What follows belongs to an exercise in optimizing a design on an open flow for small area, a short achievable clock period and few clock cycles; a production flow would make more cautious choices. Function was checked by simulation only, so behaviour that the tests miss may differ from the original. Power figures rest on the tool's default switching activity, not on a simulated workload.

--- constraint.sdc ---
create_clock -name core_clock -period 5.0 [get_ports {clock}]
set_input_delay 1.0000 -clock core_clock [delete_from_list [all_inputs] [get_ports {clock}]]
set_output_delay 1.0000 -clock core_clock [all_outputs]
set_load 0.01 [all_outputs]
--- design.v ---
package ap_cam_pkg;
  typedef enum logic [1:0] {
    COL_A = 2'd0,
    COL_B = 2'd1,
    COL_C = 2'd2
  } column_e;
  typedef struct packed {
    logic                     write;
    column_e                  col;
    logic [4-1:0]  row;
    logic [8-1:0] data;
  } host_req_t;
  typedef struct packed {
    logic                     en;
    logic [4-1:0]  row;
    logic [8-1:0] data;
  } host_wr_t;
  typedef struct packed {
    logic [9-1:0] key;
    logic [9-1:0] mask;
  } search_t;
  typedef struct packed {
    logic                    en;
    logic [9-1:0] data;
    logic [9-1:0] mask;
  } par_wr_t;
endpackage
package ap_op_pkg;
  typedef enum logic [2:0] {
    OP_OR  = 3'd0,
    OP_XOR = 3'd1,
    OP_AND = 3'd2,
    OP_NOT = 3'd3,
    OP_ADD = 3'd4
  } op_e;
  typedef struct packed {
    logic       key_a;
    logic       key_b;
    logic       val_c;
    logic [1:0] unused;
  } pass_logic_t;
  typedef struct packed {
    logic key_a;
    logic key_b;
    logic key_carry;
    logic val_sum;
    logic val_carry;
  } pass_arith_t;
  typedef union packed {
    pass_logic_t lgc;
    pass_arith_t arith;
  } pass_entry_u;
endpackage
`timescale 1ns/1ps
module ap_top
(
  input  logic                     clock,
  input  logic                     rst,
  input  logic                     req_write,
  input  logic [1:0]               req_col,
  input  logic [4-1:0]  req_row,
  input  logic [8-1:0] req_data,
  input  logic                     req_valid,
  output logic                     req_ready,
  output logic [9-1:0]  rsp_data,
  output logic                     rsp_valid,
  input  logic [2:0]               op,
  input  logic                     op_valid,
  output logic                     op_ready,
  output logic                     op_done
);
  localparam int ROWS = 16;
  localparam int W    = 8;
  localparam int CW   = 9;
  logic [W-1:0]  mem_a [ROWS];
  logic [W-1:0]  mem_b [ROWS];
  logic [CW-1:0] mem_c [ROWS];
  logic [ROWS-1:0] lazy;           
  logic [2:0]      op_q;
  logic in_op;
  logic idle;
  logic                    pend;
  logic [4-1:0] pend_row;
  logic [CW-1:0] rsp_q;
  logic accept, wr, rd, wr_a, wr_b, wr_c, op_acc, mat_now, cap_en;
  logic [W-1:0]  a_r;
  logic [W-1:0]  b_r;
  logic [CW-1:0] c_r;
  logic          lz_r;
  logic [CW-1:0] alu;
  logic [CW-1:0] c_val;
  logic [CW-1:0] rsp_d;
  logic [CW-1:0] wd;
  assign req_ready = idle;
  assign op_ready  = idle && !req_valid;
  assign op_done   = in_op;
  assign rsp_data  = rsp_q;
  assign accept = req_valid && idle && !rst;
  assign wr     = accept && req_write;
  assign rd     = accept && !req_write;
  assign wr_a   = wr && (req_col == 2'd0);
  assign wr_b   = wr && (req_col == 2'd1);
  assign wr_c   = wr && (req_col == 2'd2);
  assign op_acc = op_valid && idle && !req_valid && !rst;
  assign mat_now = pend && !wr_c;
  assign cap_en  = !(pend && wr_c);
  assign a_r  = mem_a[req_row];
  assign b_r  = mem_b[req_row];
  assign c_r  = mem_c[req_row];
  assign lz_r = lazy[req_row];
  always_comb begin
    case (op_q)
      3'd0:    alu = {1'b0, a_r | b_r};
      3'd1:    alu = {1'b0, a_r ^ b_r};
      3'd2:    alu = {1'b0, a_r & b_r};
      3'd3:    alu = {1'b0, ~a_r};
      3'd4:    alu = {1'b0, a_r} + {1'b0, b_r};
      default: alu = '0;
    endcase
  end
  always_comb begin
    if (pend && (pend_row == req_row)) c_val = rsp_q;
    else if (lz_r)                     c_val = alu;
    else                               c_val = c_r;
  end
  always_comb begin
    if (!req_write && (req_col == 2'd0))      rsp_d = CW'(a_r);
    else if (!req_write && (req_col == 2'd1)) rsp_d = CW'(b_r);
    else                                      rsp_d = c_val;
  end
  always_ff @(posedge clock) begin
    if (rst) begin
      in_op     <= 1'b0;
      idle      <= 1'b1;
      rsp_valid <= 1'b0;
    end else begin
      in_op     <= op_acc;
      idle      <= !op_acc;
      rsp_valid <= rd;
    end
  end
  always_ff @(posedge clock) begin
    if (op_acc) begin
      op_q <= op;
    end
  end
  always_ff @(posedge clock) begin
    if ((wr_a || wr_b) && lz_r) begin
      pend     <= 1'b1;
      pend_row <= req_row;
    end else if (!(pend && wr_c && (req_row != pend_row))) begin
      pend     <= 1'b0;
    end
  end
  always_ff @(posedge clock) begin
    if (cap_en) begin
      rsp_q <= rsp_d;
    end
  end
  assign wd = wr_c ? CW'(req_data) : rsp_q;
  for (genvar r = 0; r < ROWS; r++) begin : g_row
    always_ff @(posedge clock) begin
      if (wr_a && (req_row == r)) mem_a[r] <= req_data;
      if (wr_b && (req_row == r)) mem_b[r] <= req_data;
      if ((wr_c && (req_row == r)) || (mat_now && (pend_row == r))) mem_c[r] <= wd;
    end
    always_ff @(posedge clock) begin
      if (op_acc) begin
        lazy[r] <= 1'b1;
      end else if (wr && (req_row == r) && (req_col != 2'd3)) begin
        lazy[r] <= 1'b0;
      end
    end
  end
endmodule
--- run.sh ---
#!/bin/bash
# synth_recipe.tcl (not shown) runs the flow's synth.tcl, then flattens the netlist and writes it again
# the make line also repeats each setting of config.mk as NAME=value (left out here)
make -C /OpenROAD-flow-scripts/flow DESIGN_CONFIG=/design/flow/config.mk WORK_HOME=/design/flow/orfs CLKGATE_MAP_FILE= SYNTH_SCRIPT=/design/flow/synth_recipe.tcl finish
--- config.mk ---
export PLATFORM = sky130hd
export DESIGN_NAME = ap_top
export DESIGN_NICKNAME = ap_top
export VERILOG_FILES = /design/flow/design.v
export SDC_FILE = /design/flow/constraint.sdc
export NUM_CORES = 4
export LEC_CHECK = 0
export CAP_MARGIN = 20
export CORE_MARGIN = 2
export CORE_UTILIZATION = 40
export SETUP_SLACK_MARGIN = 2.5
export SLEW_MARGIN = 20
==> results by group, run 1 <==
Status
  • Status: no timing/DRC/antenna violations

Global routing
  • First-pass GRT wire length: 96,600 um
  • Largest net degree at the start of global routing: 34
  • Grt ovf: 0
  • Vias in the first global route: about 13,000
  • Initial antenna violation count: 1
  • Total track usage: 28.5%

Clocking
  • Clk latency of the worst-skew pair: slightly below 0.6 ns
  • Clock-pin slew on the worst setup and hold paths: 0.06 ns
  • Cts bufs inserted: 45
  • Clock Tree Root: clkbuf_16
  • CTS H-tree lvls: 2
  • CTS tree: yes
  • CTS Buffer Depth: 3
  • Hold Buf Count CTS: 0
  • Num Clock Sinks: 436

Cells and area
  • Non-Filler Cell Area, Final: 24,100 sq um
  • Layout cells sized above 1: 30.1%
  • Fillers: 3,747
  • Multi-input logic area: approximately 6100 sq um
  • Most common cell after layout, fill and taps aside: edfxtp_1
  • Most frequent cells in the layout: edfxtp_1 (416), buf_4 (152), nand2_1 (74)
  • Area growth from synthesis to layout: 28.9%
  • Final Non-Filler Cells: 2,157
  • # nets final: 1,556
  • Final core area utilization: 51.9%
  • Reg area: 12,900 sq um
  • Number of diodes: 0

Detailed routing
  • Via-to-Cell Ratio: 6.38
  • Via count: 13,800
  • Drt first-iter violations: 2,138
  • Antenna Nets Post-Route: 0
  • DRC: 0
  • Drt first pass iters: 6
  • WL final: 69,200 um
  • Post-DR wirelength/cell: approximately 32 um

Critical path
  • Crit. End Element: flip-flop
  • R2R depth: 14
  • Worst EP arrival: 4.18 ns
  • WP data required: 5.34 ns
  • Startpoint types: primary input
  • CP Max Fanout: 7
  • Critical path class: in -> reg

Timing
  • Hold Worst Slack: between 0.4 and 0.5 ns
  • Endpoints failing hold: 0
  • Max-slew headroom: 37.2%
  • Setup repair after global routing missed its margin: yes
  • Final setup fails: 0
  • Fin crit share: 76.8%
  • Slew Viols, Final: 0
  • Worst-Margin Slew: 0.939 ns
  • Fin Clk Skew: around 0.025 ns
  • Clock period minus worst slack: 3.84 ns
  • F_max: 0.261 GHz

Synth
  • Synthesized area: 18,700 sq um
  • Main synth FF type: edfxtp_1
  • Cells after Synth: roughly 1,300
  • Yosys Warn Count: 4
  • Synth unique cells: 87
  • FFs w/ async S/R, synth: 0%
  • EDFF count, synth: 416
  • Syn nets: 1,340
  • Syn Area/Cell: 14.4 sq um
  • Flops & latches, synth: 436
  • Register area share after synthesis: 69.0%

Power and ir drop
  • Sw frac: 24.4%
  • Sw Pwr: 0.00207 W
  • Clock power share: approximately two fifths
  • Internal Pwr Total: approximately 0.0064 W
  • Worst VDD drop: ~0.22 mV
  • Part of the power in combinational logic: 12.2%
  • Leakage: 8.19 nW
  • Seq pwr share: 48.4%
  • PwrDens: 352 nW/um^2

Floorplanning
  • Die Area: just under 50,000 sq um
  • I/O pins: 35
  • Die Ht: 220 um
  • Die width: 220 um
  • Starting Density: 40.3%
  • Total core area: 46,400 sq um
  • Site row count: 79

Placement
  • Global placer's final weighted congestion: between 0.9 and 1
  • DP HPWL: 45,100 um
  • Port bufs: 34
  • DP Area: 20,600 sq um
  • Post-Place Cells: 1,970

Min path
  • Worst hold path depth: 2
  • Hold WC Path Type: reg -> reg

Flow run
  • Max Cap Viol: 0
-- Yosys cell counts, drive strengths merged, types with 6 or more instances --
library cell    n  area share (%)
o22ai          25            0.84
o32ai           9            0.46
nand2          80             1.6
dfxtp          20             2.1
nand2b         16            0.54
a211oi         13            0.55
and3            6            0.20
nand3b          6            0.24
edfxtp        416              67
a22o           23             1.1
ha             16             1.1
buf            60             2.2
o21ai          65             1.7
mux2           32             1.9
o32a            6            0.33
nand3          26            0.70
o22a            6            0.28
nor2b          19            0.70
and2            9            0.31
o31ai           6            0.24
mux2i          49             2.6
or3             6            0.20
a32oi          21            0.98
clkbuf         27            0.55
a22oi          37             1.5
inv            29            0.58
a31oi          13            0.47
nor3           13            0.35
a221oi         19            0.99
o221ai          8            0.38
a21oi          45             1.2
nor2           89             1.9
xnor2           6            0.28
o211ai         10            0.40
-- kinds of logic after synthesis --
kind of cell    count (synthesis)  synth area share [%]
compound gates                349                  13.5
xor+xnor                        8                 0.375
fa+ha+maj                      17                  1.18
buf+inv                       116                  3.35
flops                         436                  69.0
mux                            84                  4.94
simple gates                  291                  7.61
-- worst max-delay path: stages --
cell and delay [ns]:
buf_16 0.13, buf_12 0.14, buf_4 0.15, nor2_4 0.24, buf_4 0.24, a22oi_1 0.12, o32ai_1 0.16, nor2_1 0.10
a31oi_2 0.19, buf_4 0.21, ha_1 0.31, o21ai_0 0.11, o21ba_4 0.19, o31ai_4 0.21, xor2_1 0.16, o221ai_1 0.13
a22o_1 0.26, o2bb2ai_2 0.11
-- timing repair --
item / CTS / global route
buffers inserted: 78 / 20
resized for setup: 162 / 33
pin swaps: 57 / 31
gates cloned: 6 / 3
setup endpoints to repair: 418 / 218
-- power by group through the flow --
stage	Sequential, W	Combinational, W	Clock (W)
after global placement	0.00417	0.000841	0
after CTS	0.00410	0.000960	0.00335
after detailed placement	0.00417	0.000848	0
after global routing	0.00410	0.00107	0.00349
final	0.00410	0.00103	0.00334
after floorplan	0.00417	0.000459	0
-- cell type report --
| cell class | count | area share (%) |
|---|---|---|
| flip-flops and latches | 436 | 53.5 |
| multi-input cells | 750 | 25.4 |
| repair buffers | 254 | 11.5 |
| clock buffers | 56 | 5.03 |
| well taps | 607 | 3.15 |
| clock inverters | 24 | 0.935 |
| inverters | 29 | 0.468 |
| repair inverters | 1 | 0.0312 |
-- worst paths after layout --
check	start	endpoint	slack [ns]
worst max register to register	mem_a[13][1]	rsp_q[6]	1.49
worst max-delay path	req_row[3]	rsp_q[6]	1.16
worst min-delay path	lazy[6]	lazy[6]	0.47
worst min register to register	lazy[6]	lazy[6]	0.47
-- registers in the layout (all words and copies together) (netlist names) --
| name | count |
|---|---|
| in_op | 1 |
| lazy | 16 |
| op_q | 3 |
| pend_row | 4 |
| mem_a | 128 |
| rsp_q | 9 |
| idle | 1 |
| mem_c | 144 |
| pend | 1 |
| mem_b | 128 |
| rsp_valid | 1 |
-- through the flow --
step	total power, W	TNS [ns]	worst slack, ns
finish	0.00847	0	1.16
global route	0.00865	0	1.07
CTS	0.00841	0	1.15
detailed placement	0.00502	-0.0789	-0.0490
global placement	0.00501	-0.0223	-0.0223
floorplan	0.00463	0	0.848
-- per-layer routing --
| metal | track usage [%] | share of wire, % | vias to the layer above |
|---|---|---|---|
| met4 | 14.4 | 5.8 | 2 |
| met3 | 6.05 | 12 | 239 |
| met1 | 38.7 | 38 | 6888 |
| met5 | 0 | 0.014 | - |
| li1 | - | - | 5580 |
| met2 | 43.5 | 44 | 1053 |
Testbench counts, summed over its fixed seeds: cycles 2,696.
==> run 2, diff against run 1 <==
--- a/config.mk
+++ b/config.mk
@@ -5,6 +5,7 @@
 export SDC_FILE = /design/flow/constraint.sdc
 export NUM_CORES = 4
 export LEC_CHECK = 0
+export ABC_AREA = 1
 export CAP_MARGIN = 20
 export CORE_MARGIN = 2
 export CORE_UTILIZATION = 40
==> run 2 against run 1 <==
Effect of this change:
- count of clock-buffer cells in the layout grew 4
- clock skew is essentially flat
- via count shrank 5.2%
- critical path type unchanged
- worst setup slack gained 0.49 ns
- die area shrank 3.1%
- global-route usage shrank 4.9 points
- sequential power is essentially flat
- sequential share of layout area grew 2.5 points
- first-iteration DRC count shrank 38%
- clock power shrank 5%
- largest cell class unchanged
- cell area shrank 4.4%
- largest power group unchanged
==> results by group, run 2 <==
Status
  • Status: no timing/DRC/antenna violations

Synth
  • Synth Area in XOR/XNOR: 0.194% (-0.18 points)
  • Largest family of logic cells by synthesized area: simple AND/OR/NAND/NOR gates
  • Synth top area share: 69.0% (+2.1 points)
  • Largest cells by area after synthesis: edfxtp_1 (69%), nand2_1 (14%), nor2_1 (2.9%)
  • Post-synth top cells: nand2_1 (671), edfxtp_1 (416), nor2_1 (140)
  • Synth unique cells: 33 (-62%)
  • Yosys top cell by area: edfxtp_1
  • Leading cell type by number of instances after synthesis: nand2_1
  • Yosys Warn Count: 4 (unchanged)
  • Register area share after synthesis: 71.2% (+2.2 points)
  • EDFF count, synth: 416 (unchanged)
  • Synth Area in Compound Gates: 2.90% (-11 points)
  • Flops & latches, synth: 436 (unchanged)
  • Mux cell area share after synthesis: 0% (-4.9 points)
  • FFs w/ async S/R, synth: 0% (unchanged)
  • Main synth FF type: edfxtp_1
  • Syn nets: 1,677 (+25%)
  • Post-Synth Adder-Cell Area: 1.22% (+0.038 points)
  • Synthesized area: 18,100 sq um (-3.1%)
  • Cells after Synth: 1,638 (+26%)
  • Syn Area/Cell: 11.1 sq um (-23%)
  • Simple logic cell fraction of the synthesized area: 21.5% (+14 points)

Power and ir drop
  • PwrDens: 353 nW/um^2 (+0.32%)
  • Leakage: 8.63 nW (+5.3%)
  • Worst VDD drop: 0.358 mV (+59%)

Critical path
  • CP Max Fanout: 7 (unchanged)
  • Startpoint types: primary input
  • Critical path class: in -> reg
  • Worst EP arrival: 3.65 ns (-0.53 ns)
  • Crit. End Element: flip-flop
  • WP data required: 5.30 ns (-0.04 ns)

Global routing
  • Largest net degree at the start of global routing: 34 (unchanged)
  • Total track usage: 23.6% (-4.9 points)
  • Vias in the first global route: 12,300 (-5.8%)
  • Grt ovf: 0 (unchanged)
  • Initial antenna violation count: 0 (-1)
  • First-pass GRT wire length: 81,400 um (-16%)

Clocking
  • Clock-pin slew on the worst setup and hold paths: 0.06 ns (about the same)
  • Clock Tree Root: clkbuf_16
  • Num Clock Sinks: 436 (unchanged)
  • CTS Buffer Depth: 3 (unchanged)
  • Clk latency of the worst-skew pair: 0.56 ns (-0.03 ns)
  • CTS tree: yes
  • Cts bufs inserted: 45 (unchanged)
  • CTS H-tree lvls: 2 (unchanged)
  • Hold Buf Count CTS: 0 (unchanged)

Timing
  • Slew Viols, Final: 0 (unchanged)
  • Max-slew headroom: 15.1% (-22 points)
  • TNS Setup: 0 ns (unchanged)
  • Setup repair after global routing missed its margin: yes
  • Clock period minus worst slack: 3.35 ns (-0.486 ns)
  • Worst-Margin Slew: 1.26 ns (+0.324 ns)
  • Fin crit share: 67.0% (-9.7 points)
  • Fin Clk Skew: 0.0244 ns (-0.000418 ns)
  • Final setup fails: 0 (unchanged)
  • Endpoints failing hold: 0 (unchanged)
  • F_max: 0.298 GHz (+15%)

Cells and area
  • Largest regs: mem_c x144, mem_a x128, mem_b x128
  • Reg area: 12,900 sq um (unchanged)
  • Most common cell after layout, fill and taps aside: nand2_1
  • Largest reg by FF count: mem_c
  • Non-Filler Cell Area, Final: 23,000 sq um (-4.4%)
  • Multi-input logic area: 5660 sq um (-7.4%)
  • Max FFs per register: 144 (unchanged)
  • Layout cells sized above 1: 23.7% (-6.4 points)
  • Number of diodes: 0 (unchanged)
  • Fillers: 3,806 (+1.6%)
  • # nets final: 1,873 (+20%)
  • Most frequent cells in the layout: nand2_1 (620), edfxtp_1 (416), buf_4 (116)
  • Area growth from synthesis to layout: 27.1%

Floorplanning
  • Die width: 217 um (-1.5%)
  • Starting Density: 40.8% (+0.46 points)
  • Die Ht: 217 um (-1.5%)
  • Site row count: 77 (-2.5%)
  • Total core area: 44,400 sq um (-4.2%)
  • Die Area: 47,000 sq um (-3.1%)
  • I/O pins: 35 (unchanged)

Placement
  • DP HPWL: 35,500 um (-21%)
  • Global placer's final weighted congestion: 0.894 (-4.4%)
  • DP Area: 19,900 sq um (-3.4%)
  • Port bufs: 34 (unchanged)

Detailed routing
  • Antenna Nets Post-Route: 0 (unchanged)
  • Via count: 13,100 (-5.2%)
  • Via-to-Cell Ratio: 5.31 (-17%)
  • Post-DR wirelength/cell: 22.7 um (-29%)
  • Drt first-iter violations: 1,328 (-38%)
  • WL final: 55,800 um (-19%)
  • Drt first pass iters: 5 (-1)
  • DRC: 0 (unchanged)

Flow run
  • Max Cap Viol: 0 (unchanged)

Min path
  • Hold WC Path Type: reg -> reg
[run 2: changes by cell type in the layout (fill, tap and decap cells not counted), moves of 21 or more]
cell	delta
a22oi_1	-30
inv_1	+33
mux2i_1	-45
a22o_1	-23
nand2_2	+36
nor2_1	+48
nand2_1	+546
o21ai_0	-30
a21oi_1	-23
nor2_2	+21
nand4_1	+45
mux2_2	-26
buf_4	-36
[run 2: worst paths after layout]
kind	depth (start not counted)	slack [ns]	end	from
max	23	1.65	rsp_q[8]	req_row[2]
min	2	0.46	lazy[12]	lazy[12]
max reg2reg	17	2.30	rsp_q[2]	mem_a[3][0]
min reg2reg	2	0.46	lazy[12]	lazy[12]
[run 2: per-stage QoR]
stage	hold WS (ns)	cells	setup slack, ns	utilization, %	power, W
after floorplan	0.436	1638	1.58	-	0.00457
after global placement	0.447	2272	0.349	44.7	0.00486
after detailed placement	0.451	2272	0.317	44.7	0.00487
after CTS	0.459	2441	1.77	51.0	0.00809
after global routing	0.475	2460	1.57	51.8	0.00836
final	0.463	2460	1.65	51.8	0.00812
[run 2: metal layers]
metal  track usage (%)  share of wire [%]  vias up
met5                 0                  0        -
met1              32.8                 41     6360
met4              7.33                3.1        0
met3              2.77                8.0      110
li1                  -                  -     5964
met2              39.2                 48      617
[run 2: critical path, stage by stage]
cell and delay, ns:
buf_6 0.09, buf_12 0.14, inv_12 0.08, nand2_8 0.08, nor2_4 0.35, buf_6 0.22
buf_4 0.13, nand2_1 0.04, nand2_1 0.06, nor2_1 0.04, nand2_1 0.10, o22ai_4 0.11
inv_2 0.09, ha_4 0.23, inv_2 0.08, o21ai_0 0.08, nand2_1 0.08, nand3_2 0.11
buf_4 0.15, nand2_1 0.06, a21boi_2 0.05, o211ai_1 0.17, a21oi_1 0.08
[run 2: cell families after synthesis]
kind of cell               count (synthesis)
adders and majority gates                 17
DFF                                      436
xor gates and xnor gates                   4
AOI/OAI and AO/OA                         94
buffers and inverters                    132
and+or+nand+nor                          955
[run 2: cell type report]
cell class | instances | area share (%)
sequential | 436 | 56.0
multi-input combinational | 1071 | 24.6
timing repair buffer | 198 | 8.73
clock buffer | 60 | 5.32
tap | 592 | 3.22
inverter | 82 | 1.48
clock inverter | 21 | 0.636
[run 2: what timing repair did]
action                                  CTS  global route
buffers inserted                         83            18
endpoints found under the setup margin  578           131
cloned                                    5             1
pin swaps                                74            57
gates resized for setup                 179            54
[run 2: power by group]
| group | switching (W) | internal [W] |
|---|---|---|
| Combinational | 0.000538 | 0.000303 |
| Clock | 0.00135 | 0.00182 |
| Sequential | 0.0000234 | 0.00409 |
| Total | 0.00191 | 0.00621 |

==> what the ideal ports hide <==
Ports are ideal in the flow. The routed layouts listed here were re-timed in OpenROAD. Step 1, drivers: a clkbuf_16 drives clock and a buf_2 each remaining input, both assumed. Step 2 adds t to the input delays and takes it off the output delays; t is the mean of the earliest and latest rising clock arrival at the registers after step 1. Input paths then give back, and output paths get back, about the clock's delay inside the block. Slacks: ideal ports / drivers / drivers and shift; pairs: ideal ports / drivers.
run | t (ns) | setup slack, ns | worst setup path after step 2 | worst data-port slew with drivers (ns)
run 1 | 0.635 | 1.161 / 1.022 / 0.387 | input to register | 0.24
run 2 | 0.605 | 1.648 / 1.671 / 1.065 | input to register | 0.05
After both steps every run listed still meets setup and hold. The setup slack of run 1, which loses most, moves by -0.139 ns with the drivers and by -0.774 ns with both steps.
